From an optimization exercise on the open Yosys and OpenROAD flow, aimed at small area; shortcuts taken in it are not production practice. The RTL was checked by simulation tests, not by an equivalence proof against the original design. Power is estimated from default activity; no workload was simulated.

[config.mk]
export PLATFORM = sky130hd
export DESIGN_NAME = exe_top
export DESIGN_NICKNAME = exe_top
export VERILOG_FILES = /design/flow/design.v
export SDC_FILE = /design/flow/constraint.sdc
export NUM_CORES = 4
export LEC_CHECK = 0
export CAP_MARGIN = 20
export CORE_AREA = 5 5 245 245
export DIE_AREA = 0 0 250 250
export SLEW_MARGIN = 20
[constraint.sdc]
create_clock -name core_clock -period 8.0 [get_ports {clk}]
set_input_delay 1.6000 -clock core_clock [delete_from_list [all_inputs] [get_ports {clk}]]
set_output_delay 1.6000 -clock core_clock [all_outputs]
set_load 0.01 [all_outputs]
[design.v]
package riscv_pkg;
  localparam int ALU     = 0;
  localparam int SFT     = 1;
  localparam int BU      = 2;
  localparam int LSU     = 3;
  localparam int NB_UNIT = 4;
  localparam int ADD  = 0;
  localparam int SUB  = 1;
  localparam int AND  = 2;
  localparam int OR   = 3;
  localparam int XOR  = 4;
  localparam int SLT  = 5;
  localparam int SLTU = 6;
  localparam int SLL  = 7;
  localparam int SRL  = 8;
  localparam int SRA  = 9;
  localparam int BEQ  = 10;
  localparam int BNE  = 11;
  localparam int BLT  = 12;
  localparam int BGE  = 13;
  localparam int JAL  = 14;
  localparam int JALR = 15;
  localparam int LD   = 16;
  localparam int ST   = 17;
  localparam int NB_OPERATION = 18;
  localparam int SZ_B = 0;
  localparam int SZ_H = 1;
  localparam int SZ_W = 2;
  typedef struct packed {
    logic [32-1:0]        pc;
    logic                    rd_v;
    logic [5-1:0]     rd_adr;
    logic [32:0]          rs1_data;
    logic [32:0]          rs2_data;
    logic [32-1:0]        immediat;
    logic [2:0]              access_size;
    logic                    unsign_extension;
    logic [NB_UNIT-1:0]      unit;
    logic [NB_OPERATION-1:0] operation;
  } dec_exe_t;
  typedef struct packed {
    logic             adr_v;
    logic [32-1:0] adr;
    logic             is_store;
    logic [32-1:0] store_data;
    logic [2:0]       access_size;
  } mem_req_t;
  typedef struct packed {
    logic                v;
    logic [5-1:0] adr;
    logic [32-1:0]    data;
  } wbk_t;
  typedef struct packed {
    logic [32-1:0] pc;
    logic             branch_instr;
    logic             feedback;
    logic             success;
    logic             failed;
  } pred_fb_t;
endpackage
`timescale 1ns/1ps
import riscv_pkg::*;
module exe_top (
  input  logic                     clk,
  input  logic                     reset_n,
  input  logic [32-1:0]         dec_pc_i,
  input  logic                     dec_rd_v_i,
  input  logic [5-1:0]      dec_rd_adr_i,
  input  logic [32:0]           dec_rs1_data_i,
  input  logic [32:0]           dec_rs2_data_i,
  input  logic [32-1:0]         dec_immediat_i,
  input  logic [2:0]               dec_access_size_i,
  input  logic                     dec_unsign_extension_i,
  input  logic [NB_UNIT-1:0]       dec_unit_i,
  input  logic [NB_OPERATION-1:0]  dec_operation_i,
  input  logic                     pred_v_i,
  input  logic                     pred_is_taken_i,
  input  logic [32-1:0]         load_data_i,
  output logic                     mem_adr_v_o,
  output logic [32-1:0]         mem_adr_o,
  output logic                     mem_is_store_o,
  output logic [32-1:0]         mem_store_data_o,
  output logic [2:0]               mem_access_size_o,
  output logic                     exe_fwd_v_o,
  output logic [5-1:0]      exe_fwd_adr_o,
  output logic [32-1:0]         exe_fwd_data_o,
  output logic                     wbk_v_o,
  output logic [5-1:0]      wbk_adr_o,
  output logic [32-1:0]         wbk_data_o,
  output logic                     flush_v_q_o,
  output logic [32-1:0]         pc_data_q_o,
  output logic [32-1:0]         pred_fb_pc_o,
  output logic                     pred_fb_branch_instr_o,
  output logic                     pred_fb_feedback_o,
  output logic                     pred_fb_success_o,
  output logic                     pred_fb_failed_o
);
  logic [32-1:0] rs1, rs2, imm, pc;
  logic [NB_OPERATION-1:0] op;
  assign rs1 = dec_rs1_data_i[32-1:0];
  assign rs2 = dec_rs2_data_i[32-1:0];
  assign imm = dec_immediat_i;
  assign pc  = dec_pc_i;
  assign op  = dec_operation_i;
  logic             flush_q;
  logic             flush_dly_q;
  logic             wbk_v_q;
  logic [5-1:0] wbk_adr_q;
  logic [32-1:0] wbk_data_q;
  logic [32-1:0] pc_data_q;
  logic [32-1:0] fb_pc_q;
  logic             bi_q, fb_q, ok_q, ko_q;
  function automatic logic [32:0] add_cla(input logic [32-1:0] p,
                                             input logic [32-1:0] g,
                                             input logic cin);
    logic [32-1:0] s;
    logic [32/4:0] bc;
    logic             c, gk, pk;
    bc[0] = cin;
    for (int k = 0; k < 32/4; k++) begin
      gk = 1'b0;
      pk = 1'b1;
      c  = bc[k];
      for (int i = 4*k; i < 4*k+4; i++) begin
        s[i] = p[i] ^ c;
        c    = g[i] | (p[i] & c);
        gk   = g[i] | (p[i] & gk);
        pk   = pk & p[i];
      end
      bc[k+1] = gk | (pk & bc[k]);
    end
    add_cla = {bc[32/4], s};
  endfunction
  function automatic logic [32:0] add_cla_fast(input logic [32-1:0] p,
                                                  input logic [32-1:0] g,
                                                  input logic cin);
    logic [32-1:0] s;
    logic [32/4:0] bc;
    logic             gk, pk;
    bc[0] = cin;
    for (int k = 0; k < 32/4; k++) begin
      gk = 1'b0;
      pk = 1'b1;
      for (int i = 4*k; i < 4*k+4; i++) begin
        s[i] = p[i] ^ (gk | (pk & bc[k]));
        gk   = g[i] | (p[i] & gk);
        pk   = pk & p[i];
      end
      bc[k+1] = gk | (pk & bc[k]);
    end
    add_cla_fast = {bc[32/4], s};
  endfunction
  function automatic logic [32-1:0] inc4(input logic [32-1:0] a);
    logic bc, pk;
    bc = 1'b1;
    inc4[1:0] = a[1:0];
    for (int k = 0; k < 8; k++) begin
      pk = 1'b1;
      for (int i = 2 + 4*k; i < 6 + 4*k && i < 32; i++) begin
        inc4[i] = a[i] ^ (bc & pk);
        pk      = pk & a[i];
      end
      bc = bc & pk;
    end
  endfunction
  logic cancel;
  assign cancel = flush_q | flush_dly_q;
  logic             use_imm, sub, jal, jalr, jump;
  logic [32-1:0] opb;
  logic [32:0]   sum;
  assign jal     = op[JAL];
  assign jalr    = op[JALR];
  assign jump    = jal | jalr;
  assign use_imm = dec_unit_i[LSU] | jalr;
  assign sub     = op[SUB] | op[SLT] | op[SLTU] | dec_unit_i[BU];
  assign opb = use_imm ? imm : (rs2 ^ {32{sub}});
  logic [32-1:0] ap, ag;
  assign ap  = rs1 ^ opb;
  assign ag  = rs1 & opb;
  assign sum = add_cla(ap, ag, sub & ~jalr);
  logic less, equal, taken;
  assign less  = (dec_rs1_data_i[32] ^ dec_rs2_data_i[32]) ? dec_rs1_data_i[32] : ~sum[32];
  assign equal = sum[32-1:0] == '0;
  assign taken = (op[BEQ] & equal) | (op[BNE] & ~equal) | (op[BLT] & less) | (op[BGE] & ~less);
  logic [32-1:0] pc_imm, pc_inc;
  assign pc_imm = add_cla(pc ^ imm, pc & imm, 1'b0);
  assign pc_inc = inc4(pc);
  logic [32-1:0] sh_in, sh_out, sh_rev;
  logic             sh_fill;
  always_comb begin
    for (int i = 0; i < 32; i++) sh_in[i] = op[SLL] ? rs1[32-1-i] : rs1[i];
  end
  assign sh_fill = op[SRA] & rs1[32-1];
  logic [32:0] sh_tmp;
  assign sh_tmp = $signed({sh_fill, sh_in}) >>> rs2[4:0];
  assign sh_out = sh_tmp[32-1:0];
  always_comb begin
    for (int i = 0; i < 32; i++) sh_rev[i] = sh_out[32-1-i];
  end
  logic [32-1:0] ld;
  logic             ld_fill;
  assign ld_fill = ~dec_unsign_extension_i
                 & (dec_access_size_i[SZ_B] ? load_data_i[7] : load_data_i[15]);
  assign ld[7:0]   = load_data_i[7:0];
  assign ld[15:8]  = dec_access_size_i[SZ_B] ? {8{ld_fill}} : load_data_i[15:8];
  assign ld[31:16] = dec_access_size_i[SZ_W] ? load_data_i[31:16] : {16{ld_fill}};
  logic [32-1:0] res;
  assign res = ({32{op[ADD] | op[SUB]}} & sum[32-1:0])
             | ({32{op[AND] | op[OR]}} & ag)
             | ({32{op[XOR] | op[OR]}} & ap)
             | {{(32-1){1'b0}}, (op[SLT] | op[SLTU]) & less}
             | ({32{op[SLL]}} & sh_rev)
             | ({32{op[SRL] | op[SRA]}} & sh_out)
             | ({32{jump}} & pc_inc)
             | ({32{op[LD]}} & ld);
  logic bu_en, pred_ok, fwd_v;
  assign bu_en   = dec_unit_i[BU] & ~cancel;
  assign pred_ok = pred_v_i & (pred_is_taken_i == (taken | jump));
  assign fwd_v   = dec_rd_v_i & ~cancel;
  assign mem_adr_v_o       = dec_unit_i[LSU] & ~cancel;
  assign mem_is_store_o    = op[ST] & ~cancel;
  assign mem_adr_o         = sum[32-1:0];
  assign mem_store_data_o  = rs2;
  assign mem_access_size_o = dec_access_size_i;
  assign exe_fwd_v_o    = fwd_v;
  assign exe_fwd_adr_o  = dec_rd_adr_i;
  assign exe_fwd_data_o = res;
  always_ff @(posedge clk or negedge reset_n) begin
    if (!reset_n) begin
      wbk_v_q     <= 1'b0;
      flush_q     <= 1'b0;
      flush_dly_q <= 1'b0;
      bi_q        <= 1'b0;
      fb_q        <= 1'b0;
      ok_q        <= 1'b0;
      ko_q        <= 1'b0;
    end else begin
      wbk_v_q     <= fwd_v;
      flush_q     <= bu_en & ~pred_ok;
      flush_dly_q <= flush_q;
      bi_q        <= bu_en;
      fb_q        <= bu_en & pred_v_i;
      ok_q        <= bu_en & pred_ok;
      ko_q        <= bu_en & (pred_v_i ? ~pred_ok : (taken | jump));
    end
  end
  always_ff @(posedge clk) begin
    wbk_adr_q  <= dec_rd_adr_i;
    wbk_data_q <= res;
    pc_data_q  <= jalr ? {sum[32-1:1], 1'b0} : ((taken | jal) ? pc_imm : pc_inc);
    fb_pc_q    <= pc;
  end
  assign wbk_v_o                = wbk_v_q;
  assign wbk_adr_o              = wbk_adr_q;
  assign wbk_data_o             = wbk_data_q;
  assign flush_v_q_o            = flush_q;
  assign pc_data_q_o            = pc_data_q;
  assign pred_fb_pc_o           = fb_pc_q;
  assign pred_fb_branch_instr_o = bi_q;
  assign pred_fb_feedback_o     = fb_q;
  assign pred_fb_success_o      = ok_q;
  assign pred_fb_failed_o       = ko_q;
endmodule
[flow/run.sh]
#!/bin/bash
# Standard ORFS layout (the standard.sh), with the port buffers and the
# synthesis pass-through buffers made from the smallest buffer cell.
bash standard.sh \
  BUFFER_PORTS_ARGS="-buffer_cell sky130_fd_sc_hd__buf_1" \
  MIN_BUF_CELL_AND_PORTS="sky130_fd_sc_hd__buf_1 A X" \
  finish > standard.log 2>&1
[standard.sh]
#!/bin/bash
# synth_recipe.tcl (not shown) runs the flow's synth.tcl, then flattens the netlist and writes it again
# the make line also repeats each setting of config.mk as NAME=value (left out here)
make -C /OpenROAD-flow-scripts/flow DESIGN_CONFIG=/design/flow/config.mk WORK_HOME=/design/flow/orfs CLKGATE_MAP_FILE= SYNTH_SCRIPT=/design/flow/synth_recipe.tcl "${@:-finish}"
==> results of run 1 <==
## routing by layer
layer  GRT usage [%]  share of wire, %  routed length, µm  vias up
met4            4.68               2.5               1470        8
met2            29.7                46              27500      667
met5               0             0.092                 55        -
met1            23.6                42              25200     5536
met3            4.95               9.0               5380       76
li1                -                 -                  -     5362
## how the worst max path moves through the flow
| stage | startpoint | endpoint | slack (ps) | cells past startpoint |
|---|---|---|---|---|
| final | dec_operation_i[5] | exe_fwd_data_o[15] | 150 | 24 |
| after global routing | dec_operation_i[5] | exe_fwd_data_o[31] | -60 | 25 |
| after CTS | dec_operation_i[1] | exe_fwd_data_o[27] | -20 | 23 |
| after detailed placement | dec_operation_i[1] | exe_fwd_data_o[27] | -330 | 24 |
| after global placement | dec_operation_i[1] | exe_fwd_data_o[27] | -250 | 25 |
| after floorplan | dec_operation_i[1] | exe_fwd_data_o[27] | 200 | 22 |
## layout make-up
type | instances | area, µm²
fill | 6428 | 43000
multi-input combinational | 946 | 7660
timing repair buffer | 573 | 2910
sequential | 108 | 2200
tap | 765 | 957
inverter | 88 | 330
clock buffer | 9 | 225
clock inverter | 7 | 78.8
antenna | 9 | 22.5
## flip-flops by register name, summed over array words and instances, names as in the netlist, 5 cells and up
register,flops
fb_pc_q,32
wbk_adr_q,5
pc_data_q,32
wbk_data_q,32
## logic make-up (layout without fill, tap and decap cells)
group	Yosys count	after routing
AO/OA/AOI/OAI	298	298
XOR/XNOR	69	69
adder cells (fa/ha/maj)	115	115
buffers and inverters	198	677
flip-flops	108	108
multiplexers	117	117
other	0	9
AND/OR/NAND/NOR	347	347
## synth_stat cells, drive strengths merged, types with 9 or more instances
cell type and instances:
nand2 208, o21ai 104, dfxtp 101, inv 88
mux2i 73, ha 67, clkbuf 56, buf 54
fa 48, nor2 48, a21oi 47, xnor2 45
mux4 30, a22oi 24, xor2 24, a21o 21
nand4 21, a222oi 18, o21a 16, mux2 14
and2 10, nor3 10, nand3 9
## critical path, delay by kind of cell
family / cells / cell delay (ps)
AND/OR/NAND/NOR: 4 / 670
AO/OA/AOI/OAI: 9 / 1170
adder cells (fa/ha/maj): 4 / 1670
buffers and inverters: 6 / 950
XOR/XNOR: 1 / 160
## power by group through the flow
stage | combinational, mW | clock (mW) | sequential (mW)
after global routing | 1.35 | 0.515 | 0.637
after CTS | 1.22 | 0.501 | 0.630
final | 1.24 | 0.474 | 0.630
after floorplan | 0.570 | 0 | 0.679
after global placement | 1.20 | 0 | 0.641
after detailed placement | 1.20 | 0 | 0.642
## timing repair
| item | 4_1_cts | 5_1_grt |
|---|---|---|
| hold buffers | 0 | 0 |
| pin swaps | 4 | 22 |
| resized for setup | 13 | 34 |
| cloned | 0 | 1 |
| endpoints found under the setup margin | 9 | 10 |
| setup buffers | 7 | 9 |
## through the flow
stage	worst slack, ps	hold slack [ps]
4_1_cts	-22.1	428
2_1_floorplan	200	435
5_1_grt	-58.2	437
3_3_place_gp	-251	401
6_report	150	417
3_5_place_dp	-331	407
==> results.cfg, run 1 <==
[synthesis]
synth_fa_ha_area_share_pct = 17.3
synth_edf_count = 0
synth_area_leaders = dfxtp_1 (19%), fa_1 (9.2%), ha_1 (8.1%)
synth_seq_cells = 108
synthCells = 1252
synth_mux_area_share_pct = 15.0
netlist.area_leader.share_pct = 19.4
synth-warning-count = 1
syn_area_per_cell_um2 = 8.32
syn_area_mm2 = 0.0104
ys_seq_area_share_pct = 21.1
async_reset_ff_share_pct = 6.48
synth_top_family_by_area = compound AO/OA/AOI/OAI gates
synth_cell_types = 61
synth_xor_area_share_pct = 5.80
synth_flop_cell = dfxtp_1
synth_compound_area_share_pct = 18.8
yosys.area_share.simple_pct = 14.7
yosys.area.top_type = dfxtp_1

[cts]
insertion_delay_ps = 390
root_buffer = clkbuf_16
cts_tree = built
clock-sinks = 108
numCtsBuffers = 9
clk_pin_slew_ps = 80
h-tree-depth = 3
clk_path_buf_depth = 2

[timing]
slew-limit-headroom_pct = 30.2
period_share_pct = 98.1
rsz0062_at_grt = true
period_minus_slack_ps = 7850
worst_slew_pin_slew_ps = 1050
fin_skew_ps = 1.71
final_max_slew_viol_count = 0
fmax_mhz = 127
setup_violations = 0
timing.setup.tns_ps = 0
hold_viol = 0

[setup_path]
worstSetupPathType = primary input to output pin
crit_path_top_delay_cell = fa_1
ff2ff_setup_slack_ps = 6820
crit_path_start_kind = primary input
critPathMaxStageDelay_ps = 470
cp.arrival_ps = 6250
r2r-start = flush_q
crit_required_ps = 6400
critPathMaxFanout = 5
ff2ff_path_depth = 3
rr_endpoint = flush_q
worst_setup_path_end_kind = output pin
cp_cell_sequence = buf_1, nor4_4, buf_6, xor2_1, o21ai_1, ha_1, nand3b_1, o21ai_1, a21o_1, a21o_1, a21oi_4, buf_4, o21a_1, fa_1, fa_1, fa_1, nor2_1, a222oi_1, nand2_1, a21oi_4, buf_4, o221ai_2, buf_4, buf_1

[pwr]
pwr_density_cell_mw_per_mm2 = 163
p_total_mw = 2.35
peakVddDrop_uv = 141
p_seq_share_pct = 26.8
p_int_mw = 1.32
power.leakage_nw = 6.18
switching_share_pct = 43.7
pwr-share-clk_pct = 20.2
comb_power_share_pct = 53.0
p_switching_mw = 1.03

[die]
die_height_um = 250
initial_utilization_pct = 18.2
io_pins = 412
rows = 88
die_w_um = 250
core_mm2 = 0.0574
dieArea_mm2 = 0.0625

[placed_design]
gp_congestion = 0.969
place_inst = 2463
dpl_cell_area_mm2 = 0.0137
numPortBuffers = 407
dp_hpwl_mm = 50.8

[route]
routedWlPerCell_um = 23.8
ant_nets = 0
first_pass_iters = 7
routed_wl_mm = 59.6
via_per_inst = 4.65
dr.first_iter.drc_count = 1212
drc = 0
vias = 11649

[global_routing]
grt_max_degree = 49
grt_pass1_wl_mm = 82.1
first_global_vias = 11222
antenna_found_initial = 14
grt_overflow = 0
grt_use_total_pct = 18.1

[run]
drv_cap = 0

[outcome]
outcome = finished clean

[hold_path]
hp-class = flip-flop to flip-flop
hold_end = flush_dly_q
hold_start = flush_q
hold_depth = 0

[finish]
syn2layout_area_growth_pct = 38.1
fin_nets = 2039
stdcell_count = 2505
layout_commonest_cell = buf_1
post-route-util_pct = 25.1
design_area_mm2 = 0.0144
final_cell_mix = buf_1 (399), nand2_1 (204), buf_4 (158)
drive_gt1_share_pct = 15.9
==> inputs of run 2 (changes only) <==
--- a/config.mk
+++ b/config.mk
@@ -5,7 +5,8 @@
 export SDC_FILE = /design/flow/constraint.sdc
 export NUM_CORES = 4
 export LEC_CHECK = 0
-export CAP_MARGIN = 20
+export CAP_MARGIN = 0
 export CORE_AREA = 5 5 245 245
 export DIE_AREA = 0 0 250 250
-export SLEW_MARGIN = 20
+export GPL_TIMING_DRIVEN = 0
+export SLEW_MARGIN = 0
==> run 2 against run 1 <==
Effect of this change:
- now fails the layout checks on negative setup slack
- register-to-register slack got worse by 20 ps
- largest cell class unchanged
- combinational power fell by 5%
- global-route usage increased by 1.4 points
- critical path type unchanged
- synthesized cell count is the same
- first-iteration DRC count fell by 2.1%
- sequential power barely moved
- power is 1.9% lower
- non-clock buffer count is 41 lower
- routed wire length up 7.0%
- die area unchanged
- clock power rose by 3%
==> results.cfg, run 2 <==
[outcome]
outcome = complete, but fails checks
so_faults = negative setup slack

[finish]
design_area_mm2 = 0.0137
top_regs = fb_pc_q x32, pc_data_q x32, wbk_data_q x32
drive_gt1_share_pct = 8.88
layout_commonest_cell = buf_1
final_cell_mix = buf_1 (442), nand2_1 (207), dfxtp_1 (101)
stdcell_count = 2464
syn2layout_area_growth_pct = 31.6
fin_nets = 1998

[setup_path]
critPathMaxStageDelay_ps = 660
cp_cell_sequence = buf_1, or2_1, clkbuf_1, clkbuf_8, nand2_1, o21ai_2, ha_1, nand3b_1, o21ai_1, a21o_1, a21o_1, a21oi_4, nand2_1, a21oi_2, o21a_2, o21ba_4, fa_2, fa_2, inv_2, a222oi_1, o211ai_1, a221o_1, buf_2
cp.arrival_ps = 6480
worstSetupPathType = primary input to output pin
ff2ff_setup_slack_ps = 6800
worst_setup_path_end_kind = output pin
timing.critical_path.buf_inv = 5
crit_path_start_kind = primary input
crit_required_ps = 6400
crit_family = compound AO/OA/AOI/OAI gates
critPathMaxFanout = 10
crit_path_top_delay_cell = a222oi_1

[synthesis]
yosys.area.top_type = dfxtp_1
synth_seq_cells = 108
synth-warning-count = 1
syn_area_mm2 = 0.0104
synthTopCellsByCount = nand2_1 (208), dfxtp_1 (101), inv_1 (85)
synth_cell_types = 61
synth_edf_count = 0
ys_seq_area_share_pct = 21.1
netlist.area_leader.share_pct = 19.4
post-synth-top-count-cell = nand2_1
synth_area_leaders = dfxtp_1 (19%), fa_1 (9.2%), ha_1 (8.1%)
synthCells = 1252
synth_flop_cell = dfxtp_1
syn_area_per_cell_um2 = 8.32
async_reset_ff_share_pct = 6.48

[global_routing]
first_global_vias = 11356
grt_max_degree = 23
grt_pass1_wl_mm = 87.1
grt_overflow = 0
antenna_found_initial = 11
grt_use_total_pct = 19.5

[placed_design]
gp_congestion = 0.994
place_inst = 2422
dp_hpwl_mm = 55.0
dpl_cell_area_mm2 = 0.0129
numPortBuffers = 405

[pwr]
comb_power_share_pct = 51.4
pwr-share-clk_pct = 21.3
p_seq_share_pct = 27.4
peakVddDrop_uv = 122
p_switching_mw = 1.06
switching_share_pct = 46.1
power.leakage_nw = 5.64
p_int_mw = 1.24
pwr_density_cell_mw_per_mm2 = 168

[timing]
fmax_mhz = 124
period_minus_slack_ps = 8080
final_max_slew_viol_count = 0
hold_viol = 0
worst_slew_pin_slew_ps = 1090
period_share_pct = 101
rsz0062_at_grt = true
setup_ws_ps = -77.3
setup_violations = 1
slew-limit-headroom_pct = 27.6
fin_skew_ps = 1.63
whs_ps = 416

[run]
drv_cap = 0

[die]
dieArea_mm2 = 0.0625
core_mm2 = 0.0574
initial_utilization_pct = 18.2
die_w_um = 250
rows = 88
io_pins = 412
die_height_um = 250

[route]
routedWlPerCell_um = 25.9
drc = 0
ant_nets = 0
routed_wl_mm = 63.8
dr.first_iter.drc_count = 1187
first_pass_iters = 7
vias = 11728
via_per_inst = 4.76

[cts]
clk_path_buf_depth = 2
numCtsBuffers = 9
clk_pin_slew_ps = 80
insertion_delay_ps = 390
root_buffer = clkbuf_16
h-tree-depth = 3
clock-sinks = 108
cts_tree = built
holdBufCountCts = 0

[hold_path]
hp-class = flip-flop to flip-flop
-- run 2: cell counts after synthesis --
No cell type changed its count.
-- run 2: per-stage QoR --
step / power [mW] / setup TNS [ps] / worst slack (ps) / util (%)
2_1_floorplan: 1.25 / 0 / 200 / -
3_3_place_gp: 1.76 / -103150 / -2020 / 22.5
3_5_place_dp: 1.76 / -101760 / -2000 / 22.5
4_1_cts: 2.30 / -5.54 / -5.54 / 23.6
5_1_grt: 2.44 / -289 / -93.4 / 23.9
6_report: 2.30 / -77.3 / -77.3 / 23.9
-- run 2: final cells by class --
| class | instances | area (µm²) |
|---|---|---|
| clock buffer | 9 | 225 |
| inverter | 88 | 330 |
| sequential | 108 | 2200 |
| multi-input combinational | 946 | 7690 |
| timing repair buffer | 423 | 1700 |
| fill | 6457 | 43700 |
| antenna | 9 | 22.5 |
| buffer | 109 | 493 |
| clock inverter | 7 | 88.8 |
| tap | 765 | 957 |
-- run 2: cell families (layout without fill, tap and decap cells) --
logic type	count (synthesis)	in the layout	synth area share, %
other	0	9	0
adder cells (fa/ha/maj)	115	115	17.3
buffers and inverters	198	636	7.25
multiplexers	117	117	15.0
AND/OR/NAND/NOR	347	347	14.7
flip-flops	108	108	21.1
AO/OA/AOI/OAI	298	298	18.8
XOR/XNOR	69	69	5.80
-- run 2: routing by layer --
layer | up-vias | share of wire [%] | routed length, µm | track usage, %
li1 | 5286 | - | - | -
met2 | 673 | 44 | 28000 | 30.4
met1 | 5682 | 43 | 27400 | 26.1
met4 | 8 | 2.8 | 1770 | 5.41
met3 | 79 | 10 | 6520 | 5.97
met5 | - | 0.086 | 55 | 0
-- run 2: repair_timing --
action,CTS,global route
endpoints found under the setup margin,84,40
pin swaps,19,16
gates cloned,0,0
buffers inserted,15,3
resized for setup,68,33
-- run 2: worst paths after layout --
| kind | from | end | cells past startpoint |
|---|---|---|---|
| worst max-delay path | dec_operation_i[15] | exe_fwd_data_o[25] | 23 |
| worst min-delay path | flush_q | flush_dly_q | 0 |
| worst max register to register | flush_q | flush_q | 3 |
| worst min register to register | flush_q | flush_dly_q | 0 |
| max in group asynchronous | reset_n | wbk_v_q | 1 |
| min in group asynchronous | reset_n | ko_q | 1 |
-- run 2: power by group through the flow --
stage	sequential, mW	clock [mW]	combinational, mW
after CTS	0.632	0.515	1.15
after floorplan	0.679	0	0.570
after global routing	0.638	0.533	1.27
final	0.630	0.489	1.18
after detailed placement	0.643	0	1.12
after global placement	0.642	0	1.12
==> inputs of run 3 (changes only) <==
--- a/config.mk
+++ b/config.mk
@@ -6,7 +6,6 @@
 export NUM_CORES = 4
 export LEC_CHECK = 0
 export CAP_MARGIN = 0
-export CORE_AREA = 5 5 245 245
-export DIE_AREA = 0 0 250 250
-export GPL_TIMING_DRIVEN = 0
+export CORE_AREA = 5 5 175 175
+export DIE_AREA = 0 0 180 180
 export SLEW_MARGIN = 0
==> run 3 against run 2 <==
Effect of this change:
- the run now finishes clean
- first-iteration DRC count down 15%
- clock power up 4%
- hold slack got worse by 0.85 ps
- power up 0.62%
- critical endpoint is now exe_fwd_data_o[30]
==> results.cfg, run 3 <==
[outcome]
outcome = finished clean

[synthesis]
synth_top_family_by_area = compound AO/OA/AOI/OAI gates
ys_seq_area_share_pct = 21.1
synth_xor_area_share_pct = 5.80
synthCells = 1252
synth_area_leaders = dfxtp_1 (19%), fa_1 (9.2%), ha_1 (8.1%)
yosys.area.top_type = dfxtp_1
syn_area_mm2 = 0.0104
yosys.area_share.simple_pct = 14.7
syn_area_per_cell_um2 = 8.32
netlist.area_leader.share_pct = 19.4
synth_flop_cell = dfxtp_1
synth_fa_ha_area_share_pct = 17.3
synthTopCellsByCount = nand2_1 (208), dfxtp_1 (101), inv_1 (85)
synth_mux_area_share_pct = 15.0
synth-warning-count = 1
async_reset_ff_share_pct = 6.48
synth_seq_cells = 108
synth_edf_count = 0
synth_compound_area_share_pct = 18.8
synth_cell_types = 61
post-synth-top-count-cell = nand2_1

[placed_design]
pre_cts_ws_ps = -212
dp_hpwl_mm = 42.2
numPortBuffers = 407
gp_congestion = 0.951

[finish]
layout_commonest_cell = buf_1
syn2layout_area_growth_pct = 31.0
drive_gt1_share_pct = 14.6
diodes = 0
top_regs = fb_pc_q x32, pc_data_q x32, wbk_data_q x32
fin_nets = 2012
final_cell_mix = buf_1 (397), nand2_1 (207), buf_4 (134)

[timing]
setup_violations = 0
final_max_slew_viol_count = 0
rsz0062_at_grt = true
period_minus_slack_ps = 7870
whs_ps = 416
setup_ws_ps = 132
fin_skew_ps = 11.2
period_share_pct = 98.3
hold_viol = 0
slew-limit-headroom_pct = 35.1
timing.setup.tns_ps = 0
worst_slew_pin_slew_ps = 974
fmax_mhz = 127

[route]
dr.first_iter.drc_count = 1012
via_per_inst = 5.53
routed_wl_mm = 50.4
drc = 0
routedWlPerCell_um = 24.1
ant_nets = 0
first_pass_iters = 8
vias = 11543

[cts]
insertion_delay_ps = 380
root_buffer = clkbuf_16
h-tree-depth = 3
clock-sinks = 108
clk_path_buf_depth = 2
numCtsBuffers = 9
clk_pin_slew_ps = 80
holdBufCountCts = 0
cts_tree = built

[pwr]
comb_power_share_pct = 50.8
p_switching_mw = 0.990
power.leakage_nw = 6.05
pwr-share-clk_pct = 21.9
peakVddDrop_uv = 117
p_int_mw = 1.33
p_total_mw = 2.32
switching_share_pct = 42.7
p_seq_share_pct = 27.2
pwr_density_cell_mw_per_mm2 = 170

[die]
core_mm2 = 0.0286
rows = 62
die_w_um = 180
io_pins = 412
initial_utilization_pct = 36.4
dieArea_mm2 = 0.0324
die_height_um = 180

[setup_path]
crit_path_start_kind = primary input
cp_common_cell = buf_4
ff2ff_path_depth = 3
cp.arrival_ps = 6270
worst_setup_path_end_kind = output pin
critPathMaxFanout = 9
crit_required_ps = 6400
crit_path_top_delay_cell = fa_1
worstSetupPathType = primary input to output pin
critPathMaxStageDelay_ps = 540

[global_routing]
first_global_vias = 11373
grt_max_degree = 49
grt_pass1_wl_mm = 73.4
antenna_found_initial = 1
grt_overflow = 0
grt_use_total_pct = 29.8

[hold_path]
hp-class = flip-flop to flip-flop
hold_depth = 0

[run]
drv_cap = 0
[run 3: cell counts after synthesis]
Identical to the previous run, type by type.
[run 3: worst max-delay path, delay by kind of cell]
kind / cells / cell delay, ps
adders and majority gates: 4 / 1600
AOI/OAI and AO/OA: 7 / 1220
buffers and inverters: 8 / 1100
and+or+nand+nor: 5 / 690
xor gates and xnor gates: 1 / 50
[run 3: cell type report]
class / instances / area [µm²]
Inverter: 88 / 330
Clock buffer: 9 / 225
Fill cell: 2942 / 15000
Timing Repair Buffer: 546 / 2680
Sequential cell: 108 / 2200
Clock inverter: 7 / 93.8
Tap cell: 384 / 480
Multi-Input combinational cell: 946 / 7630
[run 3: per-stage QoR]
step	cell area (µm²)	utilization [%]	instances
2_1_floorplan	10400	-	1252
3_3_place_gp	13100	45.6	2064
3_5_place_dp	13100	45.6	2064
4_1_cts	13400	46.9	2082
5_1_grt	13600	47.6	2088
6_report	13600	47.6	2088
[run 3: worst paths after layout]
path,start,end,slack (ps)
worst max-delay path,dec_operation_i[1],exe_fwd_data_o[30],130
worst min-delay path,flush_q,flush_dly_q,420
worst max register to register,flush_q,ok_q,7020
worst min register to register,flush_q,flush_dly_q,420
max in group asynchronous,reset_n,ko_q,6630
min in group asynchronous,reset_n,flush_q,1090
[run 3: layer usage]
layer,routed length (µm),global-route usage (%),part of all wire [%]
met1,20700,38.2,41
met2,23700,50.0,47
met3,3960,5.32,7.9
met4,2110,11.2,4.2
met5,7,0,0.014
[run 3: cells by family after synthesis]
| logic type | count (synthesis) |
|---|---|
| buf+inv | 198 |
| flops | 108 |
| fa+ha+maj | 115 |
| simple gates | 347 |
| compound gates | 298 |
| mux | 117 |
| xor+xnor | 69 |
[run 3: power groups by stage]
| stage | logic, mW | clock network (mW) | registers, mW |
|---|---|---|---|
| 2_1_floorplan | 0.570 | 0 | 0.679 |
| 3_3_place_gp | 1.13 | 0 | 0.642 |
| 3_5_place_dp | 1.13 | 0 | 0.643 |
| 4_1_cts | 1.15 | 0.516 | 0.631 |
| 5_1_grt | 1.27 | 0.535 | 0.638 |
| 6_report | 1.18 | 0.508 | 0.631 |
[run 3: what timing repair did]
action,CTS,global route
setup buffers,2,6
pin swaps,3,26
cloned,0,0
setup endpoints to repair,4,10
resized for setup,8,47
==> inputs of run 4 (changes only) <==
--- a/design.v
+++ b/design.v
@@ -108,7 +108,6 @@
   logic [5-1:0] wbk_adr_q;
   logic [32-1:0] wbk_data_q;
   logic [32-1:0] pc_data_q;
-  logic [32-1:0] fb_pc_q;
   logic             bi_q, fb_q, ok_q, ko_q;
   function automatic logic [32:0] add_cla(input logic [32-1:0] p,
                                              input logic [32-1:0] g,
@@ -161,6 +160,19 @@
         pk      = pk & a[i];
       end
       bc = bc & pk;
+    end
+  endfunction
+  function automatic logic [32-1:0] dec4(input logic [32-1:0] a);
+    logic bb, zk;
+    bb = 1'b1;
+    dec4[1:0] = a[1:0];
+    for (int k = 0; k < 8; k++) begin
+      zk = 1'b1;
+      for (int i = 2 + 4*k; i < 6 + 4*k && i < 32; i++) begin
+        dec4[i] = a[i] ^ (bb & zk);
+        zk      = zk & ~a[i];
+      end
+      bb = bb & zk;
     end
   endfunction
   logic cancel;
@@ -211,7 +223,7 @@
              | {{(32-1){1'b0}}, (op[SLT] | op[SLTU]) & less}
              | ({32{op[SLL]}} & sh_rev)
              | ({32{op[SRL] | op[SRA]}} & sh_out)
-             | ({32{jump}} & pc_inc)
+             | ({32{dec_unit_i[BU]}} & pc_inc)
              | ({32{op[LD]}} & ld);
   logic bu_en, pred_ok, fwd_v;
   assign bu_en   = dec_unit_i[BU] & ~cancel;
@@ -248,14 +260,13 @@
     wbk_adr_q  <= dec_rd_adr_i;
     wbk_data_q <= res;
     pc_data_q  <= jalr ? {sum[32-1:1], 1'b0} : ((taken | jal) ? pc_imm : pc_inc);
-    fb_pc_q    <= pc;
   end
   assign wbk_v_o                = wbk_v_q;
   assign wbk_adr_o              = wbk_adr_q;
   assign wbk_data_o             = wbk_data_q;
   assign flush_v_q_o            = flush_q;
   assign pc_data_q_o            = pc_data_q;
-  assign pred_fb_pc_o           = fb_pc_q;
+  assign pred_fb_pc_o           = dec4(wbk_data_q);
   assign pred_fb_branch_instr_o = bi_q;
   assign pred_fb_feedback_o     = fb_q;
   assign pred_fb_success_o      = ok_q;
--- a/config.mk
+++ b/config.mk
@@ -8,4 +8,6 @@
 export CAP_MARGIN = 0
 export CORE_AREA = 5 5 175 175
 export DIE_AREA = 0 0 180 180
+export GPL_TIMING_DRIVEN = 0
+export SETUP_SLACK_MARGIN = 0.3
 export SLEW_MARGIN = 0
==> run 4 against run 3 <==
Effect of this change:
- final cell count is 1.2% higher
- via count is 5.8% higher
- combinational power is 5% higher
- fmax is 0.77% higher
- routed wire length is 12% higher
- critical endpoint is now exe_fwd_data_o[28]
- largest cell class unchanged
==> results.cfg, run 4 <==
[placed_design]
gp_congestion = 1.01
dpl_cell_area_mm2 = 0.0122
place_inst = 2048
dp_hpwl_mm = 47.1
numPortBuffers = 403

[pwr]
p_total_mw = 2.19
power.leakage_nw = 5.64
pwr_density_cell_mw_per_mm2 = 162
peakVddDrop_uv = 95.3

[synthesis]
async_reset_ff_share_pct = 9.21
syn_area_per_cell_um2 = 8.12
synth_mux_area_share_pct = 12.7
post-synth-top-count-cell = nand2_1
synthTopCellsByCount = nand2_1 (163), inv_1 (114), o21ai_0 (81)
synth_top_family_by_area = compound AO/OA/AOI/OAI gates
netlist.area_leader.share_pct = 13.5
synth_seq_cells = 76
synth_edf_count = 0
ys_seq_area_share_pct = 15.2
synth_cell_types = 66
synth_flop_cell = dfxtp_1
synth_area_leaders = dfxtp_1 (14%), ha_1 (9.4%), fa_1 (9.4%)
yosys.area_share.simple_pct = 16.2
synth_compound_area_share_pct = 21.6
synth-warning-count = 1
synth_fa_ha_area_share_pct = 18.8
yosys.area.top_type = dfxtp_1
synth_xor_area_share_pct = 7.01
synthCells = 1260
syn_area_mm2 = 0.0102

[global_routing]
grt_pass1_wl_mm = 81.1
antenna_found_initial = 1
grt_max_degree = 14
grt_use_total_pct = 33.3
first_global_vias = 12168
grt_overflow = 0

[finish]
fin_nets = 2046
design_area_mm2 = 0.0135
syn2layout_area_growth_pct = 32.4
stdcell_count = 2113
top_regs = pc_data_q x32, wbk_data_q x32, wbk_adr_q x5
final_cell_mix = buf_1 (442), nand2_1 (156), inv_1 (107)
post-route-util_pct = 47.3
n_fill_cell = 3027
regArea_mm2 = 0.00156
multi_input_area_mm2 = 0.00823
layout_commonest_cell = buf_1
drive_gt1_share_pct = 15.1

[hold_path]
hp-class = flip-flop to flip-flop

[setup_path]
critPathMaxStageDelay_ps = 490
ff2ff_setup_slack_ps = 6850
crit_required_ps = 6400
worstSetupPathType = primary input to output pin
worst_setup_path_end_kind = output pin
critPathMaxFanout = 7
crit_path_start_kind = primary input
cp.arrival_ps = 6210
cp_cell_sequence = clkbuf_16, nor4_4, buf_4, clkbuf_16, xor2_1, o21ai_1, ha_1, a21oi_2, o21a_1, or4bb_4, o211ai_1, nand2_1, a21oi_4, fa_2, inv_1, a222oi_1, nand2_1, a221oi_1, o21ai_0, buf_1
crit_path_top_delay_cell = or4bb_4

[timing]
fin_skew_ps = 0.675
fmax_mhz = 128
slew-limit-headroom_pct = 22.0
period_share_pct = 97.6
final_max_slew_viol_count = 0
worst_slew_pin_slew_ps = 1160
period_minus_slack_ps = 7810
setup_violations = 0
rsz0062_at_grt = true
timing.setup.tns_ps = 0
hold_viol = 0

[route]
drc = 0
dr.first_iter.drc_count = 1392
via_per_inst = 5.78
dr_wl_met3_mm = 5.86
first_pass_iters = 7
dr_wl_met2_mm = 25.4
routed_wl_mm = 56.5
highest_layer = met4
routedWlPerCell_um = 26.7
wl_met1_mm = 22.6
vias = 12215
ant_nets = 0

[cts]
insertion_delay_ps = 360
clk_pin_slew_ps = 70
clk_path_buf_depth = 2
numCtsBuffers = 9
h-tree-depth = 3
root_buffer = clkbuf_16
holdBufCountCts = 0
cts_tree = built
clock-sinks = 76

[die]
io_pins = 412
initial_utilization_pct = 35.7
rows = 62
die_w_um = 180
die_height_um = 180
core_mm2 = 0.0286
dieArea_mm2 = 0.0324

[outcome]
outcome = finished clean

[run]
drv_cap = 0
## run 4: per-layer routing
| layer | GRT usage (%) | vias up |
|---|---|---|
| met5 | 0.593 | - |
| met4 | 14.0 | 0 |
| met3 | 7.80 | 138 |
| met2 | 53.8 | 810 |
| met1 | 42.7 | 5815 |
| li1 | - | 5452 |
## run 4: worst paths after layout
| path | end | depth (start not counted) | startpoint |
|---|---|---|---|
| worst max-delay path | exe_fwd_data_o[28] | 20 | dec_unit_i[2] |
| worst min-delay path | flush_dly_q | 0 | flush_q |
| worst max register to register | ok_q | 4 | flush_q |
| worst min register to register | flush_dly_q | 0 | flush_q |
| max in group asynchronous | ko_q | 1 | reset_n |
| min in group asynchronous | bi_q | 1 | reset_n |
## run 4: cell families (layout without fill, tap and decap cells)
| group | count (synthesis) | after routing |
|---|---|---|
| simple gates | 352 | 352 |
| compound gates | 310 | 310 |
| buf+inv | 228 | 696 |
| fa+ha+maj | 125 | 125 |
| mux | 88 | 88 |
| xor+xnor | 81 | 81 |
| flops | 76 | 76 |
| other cells | 0 | 1 |
## run 4: power breakdown
part / internal [mW] / switching (mW)
Combinational: 0.466 / 0.770
Sequential: 0.441 / 0.0326
Clock: 0.292 / 0.188
## run 4: through the flow
stage / setup slack, ps / hold WS, ps
floorplan: 415 / 432
global placement: -2390 / 415
detailed placement: -1850 / 422
CTS: 279 / 438
global route: 81.9 / 449
finish: 192 / 437
## run 4: area by class of cell
| cell class | count | area share (%) |
|---|---|---|
| antenna | 1 | 0.0185 |
| buffer | 109 | 3.89 |
| clock buffer | 11 | 1.87 |
| clock inverter | 5 | 0.610 |
| inverter | 119 | 3.34 |
| multi-input combinational | 956 | 60.8 |
| sequential | 76 | 11.5 |
| tap | 384 | 3.55 |
| timing repair buffer | 452 | 14.5 |
## run 4: repair_timing
item / CTS / global route
setup buffers: 24 / 23
pin swaps: 32 / 41
endpoints found under the setup margin: 83 / 44
cloned: 1 / 0
hold endpoints to repair: 0 / 0
gates resized for setup: 111 / 54
## run 4: critical path, delay by kind of cell
family	cells	cell delay, ps
compound gates	8	1860
simple gates	4	1180
buf+inv	5	800
fa+ha+maj	2	620
xor+xnor	1	140
==> inputs of run 5 (changes only) <==
--- a/config.mk
+++ b/config.mk
@@ -6,8 +6,9 @@
 export NUM_CORES = 4
 export LEC_CHECK = 0
 export CAP_MARGIN = 0
-export CORE_AREA = 5 5 175 175
-export DIE_AREA = 0 0 180 180
+export CORE_AREA = 5 5 145 145
+export CTS_BUF_LIST = sky130_fd_sc_hd__clkbuf_8
+export DIE_AREA = 0 0 150 150
 export GPL_TIMING_DRIVEN = 0
-export SETUP_SLACK_MARGIN = 0.3
+export SETUP_SLACK_MARGIN = 0.2
 export SLEW_MARGIN = 0
==> run 5 against run 4 <==
Effect of this change:
- sequential power shrank 0.8%
- sequential share of layout area grew 0.33 points
- sequential cell count is the same
- clock skew grew 13 ps
- final area shrank 2.8%
- die area shrank 31%
- setup slack lost 46 ps
- clock-buffer cell count shrank 2
- critical path type unchanged
==> results.cfg, run 5 <==
[global_routing]
grt_max_degree = 15
antenna_found_initial = 1
grt_use_total_pct = 42.7
grt_overflow = 0
first_global_vias = 11829
grt_pass1_wl_mm = 71.4

[setup_path]
crit_path_start_kind = primary input
ff2ff_setup_slack_ps = 6830
worst_setup_path_end_kind = output pin
critPathMaxFanout = 6
cp.arrival_ps = 6250
ff2ff_path_depth = 3
crit_required_ps = 6400
worstSetupPathType = primary input to output pin

[outcome]
outcome = finished clean

[pwr]
pwr_density_cell_mw_per_mm2 = 154
power.leakage_nw = 5.51
p_total_mw = 2.03
peakVddDrop_uv = 81.7

[timing]
slew-limit-headroom_pct = 17.6
fin_skew_ps = 13.7
final_max_slew_viol_count = 0
period_minus_slack_ps = 7850
hold_viol = 0
setup_violations = 0
whs_ps = 434
worst_slew_pin_slew_ps = 1230
rsz0062_at_grt = true
fmax_mhz = 127
timing.setup.tns_ps = 0
period_share_pct = 98.2

[route]
first_pass_iters = 6
via_per_inst = 6.40
dr.first_iter.drc_count = 1631
routed_wl_mm = 51.2
drc = 0
vias = 12715
routedWlPerCell_um = 25.8
ant_nets = 0

[die]
rows = 51
die_w_um = 150
dieArea_mm2 = 0.0225
io_pins = 412
die_height_um = 150
core_mm2 = 0.0194
initial_utilization_pct = 52.7

[hold_path]
hp-class = flip-flop to flip-flop
hold_depth = 0

[synthesis]
synth-warning-count = 1
synth_edf_count = 0
post-synth-top-count-cell = nand2_1
synth_seq_cells = 76
syn_area_mm2 = 0.0102
synth_cell_types = 66
syn_area_per_cell_um2 = 8.12
yosys.area.top_type = dfxtp_1
synth_area_leaders = dfxtp_1 (14%), ha_1 (9.4%), fa_1 (9.4%)
synth_flop_cell = dfxtp_1
netlist.area_leader.share_pct = 13.5
ys_seq_area_share_pct = 15.2
synthTopCellsByCount = nand2_1 (163), inv_1 (114), o21ai_0 (81)
async_reset_ff_share_pct = 9.21
synthCells = 1260

[finish]
top_regs = pc_data_q x32, wbk_data_q x32, wbk_adr_q x5
fin_nets = 2038
design_area_mm2 = 0.0132
drive_gt1_share_pct = 14.1
syn2layout_area_growth_pct = 28.7
layout_commonest_cell = buf_1
final_cell_mix = buf_1 (443), nand2_1 (154), inv_1 (109)

[cts]
root_buffer = clkbuf_8
insertion_delay_ps = 390
numCtsBuffers = 9
h-tree-depth = 3
clk_path_buf_depth = 2
clock-sinks = 76
cts_tree = built
clk_pin_slew_ps = 100

[placed_design]
dpl_cell_area_mm2 = 0.0121
gp_congestion = 1.09
dp_hpwl_mm = 41.8
numPortBuffers = 403

[run]
drv_cap = 0
[run 5: cell counts after synthesis]
Identical to the previous run, type by type.
[run 5: layer usage]
metal / part of all wire (%) / up-vias / global-route usage (%)
met5: 0 / - / 0
met4: 7.4 / 0 / 25.6
met3: 13 / 256 / 9.33
met2: 44 / 1108 / 67.4
met1: 35 / 5911 / 53.5
li1: - / 5440 / -
[run 5: worst paths after layout]
check	start	endpoint
hold reg to reg	flush_q	flush_dly_q
hold / removal	flush_q	flush_dly_q
max in group asynchronous	reset_n	wbk_v_q
setup reg to reg	flush_dly_q	flush_q
setup / recovery	dec_unit_i[2]	exe_fwd_data_o[27]
min in group asynchronous	reset_n	flush_q
[run 5: critical path, stage by stage]
cell       delay [ps]
clkbuf_16         150
nor4_4            390
buf_6             200
buf_6             140
xnor2_1            70
nand2_1           110
nand2_1            80
ha_1              310
o21a_1            170
nor2_1             90
nor3b_4           350
o211ai_1          140
buf_4             180
nand2_4            80
inv_1              50
fa_2              340
fa_2              380
fa_2              410
a21oi_2           140
nand2_1            70
o21ai_2            70
o2111ai_2         200
a221o_1           350
buf_2             150
[run 5: final cells by class]
cell class              count  area [µm²]
clock buffers               9         124
clock inverters             7        92.6
flip-flops and latches     76        1560
repair buffers            444        1880
inverters                 119         449
plain buffers             109         499
diodes                      1        2.50
multi-input cells         956        8240
fillers                  1699        6230
well taps                 265         332
[run 5: logic make-up (layout without fill, tap and decap cells)]
family	Yosys count	after routing	share of synthesized area [%]
and+or+nand+nor	352	352	16.2
xor gates and xnor gates	81	81	7.01
DFF	76	76	15.2
other	0	1	0
muxes	88	88	12.7
AOI/OAI and AO/OA	310	310	21.6
adders and majority gates	125	125	18.8
buffers and inverters	228	688	8.44
[run 5: per-stage QoR]
step                      std cells  setup WS [ps]  util [%]
after global routing           1986           53.2      67.9
after detailed placement       1928          -2190      62.3
after CTS                      1961            174      65.3
after floorplan                1260            262         -
after global placement         1928          -2100      62.3
final                          1986            146      67.9
[run 5: repair_timing]
action | CTS | global route
gates resized for setup | 65 | 87
hold buffers | 0 | 0
pin swaps | 19 | 57
endpoints found under the setup margin | 86 | 42
setup buffers | 17 | 24
cloned | 0 | 0
[run 5: report_power, final]
| part | leakage, nW | total, mW | switching [mW] | internal, mW |
|---|---|---|---|---|
| logic | 4.73 | 1.21 | 0.749 | 0.461 |
| registers | 0.666 | 0.470 | 0.0295 | 0.440 |
| clock network | 0.107 | 0.354 | 0.179 | 0.175 |
| total | 5.51 | 2.03 | 0.958 | 1.08 |
==> inputs of run 6 (changes only) <==
--- a/design.v
+++ b/design.v
@@ -177,25 +177,29 @@
   endfunction
   logic cancel;
   assign cancel = flush_q | flush_dly_q;
-  logic             use_imm, sub, jal, jalr, jump;
-  logic [32-1:0] opb;
+  logic             use_imm, use_pc, jal, jalr, jump;
+  logic [32-1:0] opa, opb;
   logic [32:0]   sum;
   assign jal     = op[JAL];
   assign jalr    = op[JALR];
   assign jump    = jal | jalr;
-  assign use_imm = dec_unit_i[LSU] | jalr;
-  assign sub     = op[SUB] | op[SLT] | op[SLTU] | dec_unit_i[BU];
-  assign opb = use_imm ? imm : (rs2 ^ {32{sub}});
+  assign use_imm = dec_unit_i[LSU] | dec_unit_i[BU];
+  assign use_pc  = dec_unit_i[BU] & ~jalr;
+  assign opa = use_pc ? pc : rs1;
+  assign opb = use_imm ? imm : (rs2 ^ {32{op[SUB]}});
   logic [32-1:0] ap, ag;
-  assign ap  = rs1 ^ opb;
-  assign ag  = rs1 & opb;
-  assign sum = add_cla(ap, ag, sub & ~jalr);
+  assign ap  = opa ^ opb;
+  assign ag  = opa & opb;
+  assign sum = add_cla(ap, ag, op[SUB]);
+  logic [32-1:0] cx;
+  logic [32:0]   cdiff;
   logic less, equal, taken;
-  assign less  = (dec_rs1_data_i[32] ^ dec_rs2_data_i[32]) ? dec_rs1_data_i[32] : ~sum[32];
-  assign equal = sum[32-1:0] == '0;
+  assign cx    = rs1 ^ rs2;
+  assign cdiff = add_cla(~cx, rs1 & ~rs2, 1'b1);
+  assign less  = (dec_rs1_data_i[32] ^ dec_rs2_data_i[32]) ? dec_rs1_data_i[32] : ~cdiff[32];
+  assign equal = cx == '0;
   assign taken = (op[BEQ] & equal) | (op[BNE] & ~equal) | (op[BLT] & less) | (op[BGE] & ~less);
-  logic [32-1:0] pc_imm, pc_inc;
-  assign pc_imm = add_cla(pc ^ imm, pc & imm, 1'b0);
+  logic [32-1:0] pc_inc;
   assign pc_inc = inc4(pc);
   logic [32-1:0] sh_in, sh_out, sh_rev;
   logic             sh_fill;
@@ -259,7 +263,7 @@
   always_ff @(posedge clk) begin
     wbk_adr_q  <= dec_rd_adr_i;
     wbk_data_q <= res;
-    pc_data_q  <= jalr ? {sum[32-1:1], 1'b0} : ((taken | jal) ? pc_imm : pc_inc);
+    pc_data_q  <= (taken | jump) ? {sum[32-1:1], sum[0] & ~jalr} : pc_inc;
   end
   assign wbk_v_o                = wbk_v_q;
   assign wbk_adr_o              = wbk_adr_q;
==> run 6 against run 5 <==
Effect of this change:
- first-iteration DRC count shrank 11%
- routed wire length fell by 1.8%
- utilization decreased by 2.4 points
- fmax grew 0.75%
- die area unchanged
- sequential share of layout area grew 0.43 points
- combinational power about the same
- synthesized cell count fell by 0.48%
- register-to-register slack barely moved
- global-route usage decreased by 0.24 points
- still clean
- via count is 3.4% lower
==> results.cfg, run 6 <==
[die]
rows = 51
initial_utilization_pct = 51.8
die_height_um = 150
io_pins = 412
dieArea_mm2 = 0.0225
die_w_um = 150
core_mm2 = 0.0194

[synthesis]
synthCells = 1254
yosys.area_share.simple_pct = 14.7
synth_cell_types = 75
synth_top_family_by_area = compound AO/OA/AOI/OAI gates
synth_edf_count = 0
yosys.area.top_type = dfxtp_1
synth_xor_area_share_pct = 6.71
synth_seq_cells = 76
netlist.area_leader.share_pct = 13.7
ys_seq_area_share_pct = 15.5
syn_area_mm2 = 0.0101
syn_area_per_cell_um2 = 8.02
post-synth-top-count-cell = inv_1
synth-warning-count = 1
synth_area_leaders = dfxtp_1 (14%), ha_1 (10%), mux2i_1 (5.7%)
synth_flop_cell = dfxtp_1
synth_fa_ha_area_share_pct = 15.2
async_reset_ff_share_pct = 9.21
synth_mux_area_share_pct = 18.4
synth_compound_area_share_pct = 20.0
synthTopCellsByCount = inv_1 (122), nor2_1 (99), nand2_1 (98)

[timing]
hold_viol = 0
worst_slew_pin_slew_ps = 1290
slew-limit-headroom_pct = 13.2
rsz0062_at_grt = true
fmax_mhz = 128
fin_skew_ps = 1.24
whs_ps = 458
period_share_pct = 97.4
setup_violations = 0
final_max_slew_viol_count = 0
period_minus_slack_ps = 7800
setup_ws_ps = 205

[setup_path]
worstSetupPathType = primary input to output pin
cp.arrival_ps = 6200
critPathMaxFanout = 10
critPathMaxStageDelay_ps = 690
timing.critical_path.buf_inv = 7
crit_path_start_kind = primary input
crit_path_top_delay_cell = a211oi_1
cp_common_cell = fa_1
crit_required_ps = 6400
worst_setup_path_end_kind = output pin
crit_family = compound AO/OA/AOI/OAI gates
cp_cell_sequence = clkbuf_2, clkbuf_8, clkbuf_8, buf_6, xnor2_1, a21oi_2, ha_1, a21o_1, a21oi_2, a31o_2, nand2_2, buf_4, fa_1, fa_1, inv_1, fa_1, nor2_1, a211oi_1, o2111ai_1, buf_1

[hold_path]
hp-class = flip-flop to flip-flop

[route]
drc = 0
vias = 12289
first_pass_iters = 9
ant_nets = 0
via_per_inst = 6.27
routedWlPerCell_um = 25.7
routed_wl_mm = 50.3
dr.first_iter.drc_count = 1444

[global_routing]
grt_use_total_pct = 42.5
grt_pass1_wl_mm = 70.9
grt_max_degree = 17
grt_overflow = 0
first_global_vias = 11711
antenna_found_initial = 3

[cts]
holdBufCountCts = 0
numCtsBuffers = 9
clk_path_buf_depth = 2
insertion_delay_ps = 380
cts_tree = built
clock-sinks = 76
root_buffer = clkbuf_8
clk_pin_slew_ps = 90
h-tree-depth = 3

[finish]
multi_input_area_mm2 = 0.00782
top_regs = pc_data_q x32, wbk_data_q x32, wbk_adr_q x5
fin_nets = 1994
layout_commonest_cell = buf_1
final_cell_mix = buf_1 (444), inv_1 (122), nor2_1 (98)
syn2layout_area_growth_pct = 26.4
n_fill_cell = 1778
drive_gt1_share_pct = 12.2
regArea_mm2 = 0.00156
stdcell_count = 1960
post-route-util_pct = 65.5

[pwr]
p_int_mw = 1.02
peakVddDrop_uv = 113
comb_power_share_pct = 59.1
switching_share_pct = 49.2
pwr_density_cell_mw_per_mm2 = 157
pwr-share-clk_pct = 16.0
power.leakage_nw = 5.36
p_seq_share_pct = 24.9
p_total_mw = 2.00
p_switching_mw = 0.984

[placed_design]
gp_congestion = 1.05
pre_cts_ws_ps = -1250
numPortBuffers = 405
dp_hpwl_mm = 41.3
place_inst = 1925

[outcome]
outcome = finished clean

[run]
drv_cap = 0
-- run 6: changes by cell type in the layout (fill, tap and decap cells not counted), moves of 13 or more --
cell and change:
a21oi_1 +29, inv_1 +13, o2111ai_1 +14, ha_1 +13
nor2_1 +29, fa_1 -21, mux2_1 +13, mux2i_1 +19
nand2_1 -58, a221o_1 -16
-- run 6: cell type report --
type | instances | area share [%]
flip-flops and latches | 76 | 12.2
clock buffers | 9 | 0.975
diodes | 2 | 0.0394
repair buffers | 424 | 13.2
plain buffers | 113 | 5.26
inverters | 124 | 3.66
clock inverters | 7 | 0.512
multi-input cells | 940 | 61.5
well taps | 265 | 2.61
-- run 6: routing by layer --
layer / track usage, % / part of all wire (%) / vias to the layer above
met1: 51.3 / 35 / 5706
met2: 68.8 / 45 / 1026
met4: 24.4 / 7.1 / 2
li1: - / - / 5338
met3: 10.6 / 12 / 217
met5: 0 / 0.044 / -
-- run 6: logic make-up after synthesis --
kind of cell    after synthesis
buf+inv                     238
fa+ha+maj                   108
xor+xnor                     77
flops                        76
compound gates              308
mux                         136
simple gates                311
-- run 6: power groups by stage --
stage / Clock (mW) / Combinational [mW] / Sequential (mW)
6_report: 0.319 / 1.18 / 0.499
5_1_grt: 0.332 / 1.26 / 0.505
4_1_cts: 0.319 / 1.12 / 0.497
3_5_place_dp: 0 / 1.08 / 0.505
3_3_place_gp: 0 / 1.07 / 0.502
2_1_floorplan: 0 / 0.602 / 0.542
-- run 6: final timing paths --
path	slack [ps]	from	to	cells after the start
setup / recovery	200	dec_rs2_data_i[2]	exe_fwd_data_o[10]	20
hold / removal	460	flush_q	flush_dly_q	0
setup reg to reg	6840	flush_q	ko_q	4
hold reg to reg	460	flush_q	flush_dly_q	0
max in group asynchronous	6640	reset_n	flush_q	1
min in group asynchronous	1100	reset_n	wbk_v_q	1
-- run 6: metrics by stage --
step                      TNS (ps)  area (µm²)
after floorplan                  0       10100
after global placement      -16810       11900
after detailed placement    -16220       11900
after CTS                        0       12400
after global routing             0       12700
final                            0       12700
-- run 6: timing repair --
| item | in CTS | in global routing |
|---|---|---|
| endpoints found under the setup margin | 40 | 14 |
| setup buffers | 7 | 10 |
| pin swaps | 9 | 23 |
| cloned | 1 | 0 |
| resized for setup | 89 | 56 |
-- run 6: worst register-to-register path, stage by stage, from the launching register on --
cell and delay, ps:
dfrtp_1 420, nor2_1 200, and3_1 240, nand2_1 80, mux2i_1 140
==> inputs of run 7 (changes only) <==
==> flow/run.sh (replaced) <==
#!/bin/bash
# Standard ORFS layout (the standard.sh), with the port buffers and the
# synthesis pass-through buffers made from the smallest buffer cell, and the
# buffers ABC inserts removed at floorplan (repair_design re-buffers).
bash standard.sh \
  BUFFER_PORTS_ARGS="-buffer_cell sky130_fd_sc_hd__buf_1" \
  MIN_BUF_CELL_AND_PORTS="sky130_fd_sc_hd__buf_1 A X" \
  REMOVE_ABC_BUFFERS=1 \
  finish > standard.log 2>&1
==> run 7 against run 6 <==
Effect of this change:
- still clean
- via count down 8.2%
- synthesized cell count unchanged
- register-to-register slack got worse by 20 ps
- critical endpoint is now exe_fwd_data_o[31]
- largest power group unchanged
- highest routed layer unchanged
==> results.cfg, run 7 <==
[route]
via_per_inst = 6.07
first_pass_iters = 9
vias = 11287
dr.first_iter.drc_count = 1184
ant_nets = 0
drc = 0
routed_wl_mm = 42.6
routedWlPerCell_um = 22.9

[finish]
final_cell_mix = buf_1 (394), inv_1 (122), nand2_1 (97)
layout_commonest_cell = buf_1
regArea_mm2 = 0.00156
drive_gt1_share_pct = 11.8
syn2layout_area_growth_pct = 24.0
diodes = 0
multi_input_area_mm2 = 0.00788
fin_nets = 1895
top_regs = pc_data_q x32, wbk_data_q x32, wbk_adr_q x5
n_fill_cell = 1803
stdcell_count = 1859

[die]
dieArea_mm2 = 0.0225
rows = 51
die_w_um = 150
initial_utilization_pct = 51.8
core_mm2 = 0.0194
io_pins = 412
die_height_um = 150

[timing]
worst_slew_pin_slew_ps = 1250
period_share_pct = 96.2
slew-limit-headroom_pct = 16.6
fin_skew_ps = 2.66
setup_ws_ps = 304
setup_violations = 0
fmax_mhz = 130
final_max_slew_viol_count = 0
hold_viol = 0
rsz0062_at_grt = false
period_minus_slack_ps = 7700

[run]
drv_cap = 0

[global_routing]
grt_max_degree = 49
antenna_found_initial = 1
grt_pass1_wl_mm = 60.9
grt_overflow = 0
grt_use_total_pct = 35.5
first_global_vias = 10696

[placed_design]
pre_cts_ws_ps = -1040
numPortBuffers = 407
dp_hpwl_mm = 32.7
gp_congestion = 0.974
place_inst = 1819

[setup_path]
cp_common_cell = fa_2
worstSetupPathType = primary input to output pin
critPathMaxStageDelay_ps = 400
cp_cell_sequence = clkbuf_2, nand2b_4, buf_12, buf_4, mux2_2, ha_4, nand4_1, nor2_1, o2bb2ai_1, a211o_1, a21oi_4, o21ai_4, buf_6, a221oi_4, fa_2, fa_2, fa_2, a21oi_2, nand2_1, o21ai_2, nand3_1, a211o_1, buf_2
crit_path_top_delay_cell = fa_2
crit_required_ps = 6400
worst_setup_path_end_kind = output pin
critPathMaxFanout = 6
cp.arrival_ps = 6100
crit_path_start_kind = primary input

[cts]
holdBufCountCts = 0
insertion_delay_ps = 400
clk_pin_slew_ps = 110
cts_tree = built
numCtsBuffers = 9
root_buffer = clkbuf_8
clock-sinks = 76
clk_path_buf_depth = 2
h-tree-depth = 3

[synthesis]
netlist.area_leader.share_pct = 13.7
synth_edf_count = 0
ys_seq_area_share_pct = 15.5
synth-warning-count = 1
synth_cell_types = 75
synthCells = 1254
synth_flop_cell = dfxtp_1
syn_area_mm2 = 0.0101
syn_area_per_cell_um2 = 8.02
synthTopCellsByCount = inv_1 (122), nor2_1 (99), nand2_1 (98)
synth_area_leaders = dfxtp_1 (14%), ha_1 (10%), mux2i_1 (5.7%)
yosys.area.top_type = dfxtp_1
post-synth-top-count-cell = inv_1
synth_seq_cells = 76
async_reset_ff_share_pct = 9.21

[outcome]
outcome = finished clean

[pwr]
pwr_density_cell_mw_per_mm2 = 157
peakVddDrop_uv = 103
power.leakage_nw = 5.23

[hold_path]
hp-class = flip-flop to flip-flop
==> run 7: cell counts after synthesis <==
Identical to the previous run, type by type.
==> run 7: final timing paths <==
| path | slack [ps] | cells after the start | from | endpoint |
|---|---|---|---|---|
| setup reg to reg | 6820 | 4 | flush_q | ok_q |
| hold reg to reg | 460 | 0 | flush_q | flush_dly_q |
| min in group asynchronous | 1070 | 1 | reset_n | ok_q |
| max in group asynchronous | 6660 | 1 | reset_n | flush_dly_q |
| hold / removal | 460 | 0 | flush_q | flush_dly_q |
| setup / recovery | 300 | 23 | dec_operation_i[15] | exe_fwd_data_o[31] |
==> run 7: layout make-up <==
class / instances / area share, %
clock buffers: 9 / 0.993
clock inverters: 7 / 0.652
inverters: 124 / 3.73
multi-input cells: 941 / 63.2
flip-flops and latches: 76 / 12.5
well taps: 265 / 2.66
repair buffers: 437 / 16.3
==> run 7: cells by family after synthesis <==
group,count (synthesis),synth area share (%)
and+or+nand+nor,311,14.7
AOI/OAI and AO/OA,308,20.0
buffers and inverters,238,9.50
muxes,136,18.4
adders and majority gates,108,15.2
xor gates and xnor gates,77,6.71
DFF,76,15.5
==> run 7: critical path, delay by kind of cell <==
kind	cells	cell delay, ps
mux	1	360
simple gates	5	800
buf+inv	5	660
fa+ha+maj	4	1500
compound gates	8	1180
==> run 7: metrics by stage <==
stage                     setup TNS, ps  power, mW  area, µm²  hold WS, ps  util (%)
after CTS                             0       1.89      12000          462      62.0
after global routing                  0       2.08      12500          488      64.3
after global placement          -245220       1.51      11400          423      58.9
after floorplan                  -17520       1.10       9570          432         -
after detailed placement          -9320       1.53      11600          421      59.8
final                                 0       1.96      12500          464      64.3
==> run 7: timing repair <==
action,in CTS,in global routing
endpoints found under the setup margin,29,10
endpoints found under the hold margin,0,0
pin swaps,6,26
cloned,2,4
resized for setup,35,54
setup buffers,7,11
==> run 7: layer usage <==
metal,GRT usage [%],wire [µm],vias to the layer above
met1,46.0,16500,5328
met4,11.2,1470,2
met5,0,13,-
met2,55.5,19200,718
met3,12.3,5510,99
li1,-,-,5140
==> run 7: where the power goes <==
part           total [mW]  internal, mW  switching (mW)  leakage, nW
sequential          0.496         0.460          0.0364        0.666
clock               0.343         0.150           0.192        0.103
combinational        1.12         0.430           0.691         4.46
total                1.96          1.04           0.919         5.23

[what the ideal ports hide]
In the flow no input, the clock included, has a driving cell. The finished layouts below were timed again as built, in two steps. Step 1: set_driving_cell puts a clkbuf_16 on clk and a buf_2 on each other input, an assumption about the parent block. Step 2 adds t to the input delays and takes it off the output delays; t is the mean of the earliest and latest rising clock arrival at the registers after step 1. Input paths then give back, and output paths get back, about the clock's delay inside the block. Three values: ideal, step 1, step 2; two values: the first two.
run	shift t [ns]	setup slack, ns	hold slack, ns	worst data-port slew with drivers (ns)	pins driven straight from the clock port
run 1	0.443	0.150 / 0.126 / 0.079	0.417 / 0.417 / 0.417	0.15	1
run 2	0.442	-0.077 / -0.170 / -0.253	0.416 / 0.416 / 0.416	0.11	1
run 3	0.423	0.132 / 0.085 / 0.085	0.416 / 0.416 / 0.416	0.09	1
run 4	0.409	0.192 / 0.140 / -0.015	0.437 / 0.437 / 0.437	0.07	1
run 5	0.422	0.146 / 0.096 / -0.113	0.434 / 0.434 / 0.434	0.07	1
run 6	0.427	0.205 / 0.180 / 0.180	0.458 / 0.458 / 0.458	0.11	1
run 7	0.428	0.304 / 0.183 / 0.183	0.464 / 0.464 / 0.464	0.19	1
Met with ideal ports but missed after step 2: setup timing in run 4 and run 5. The setup slack of run 5, which loses most, moves by -0.050 ns with the drivers and by -0.259 ns with both steps.
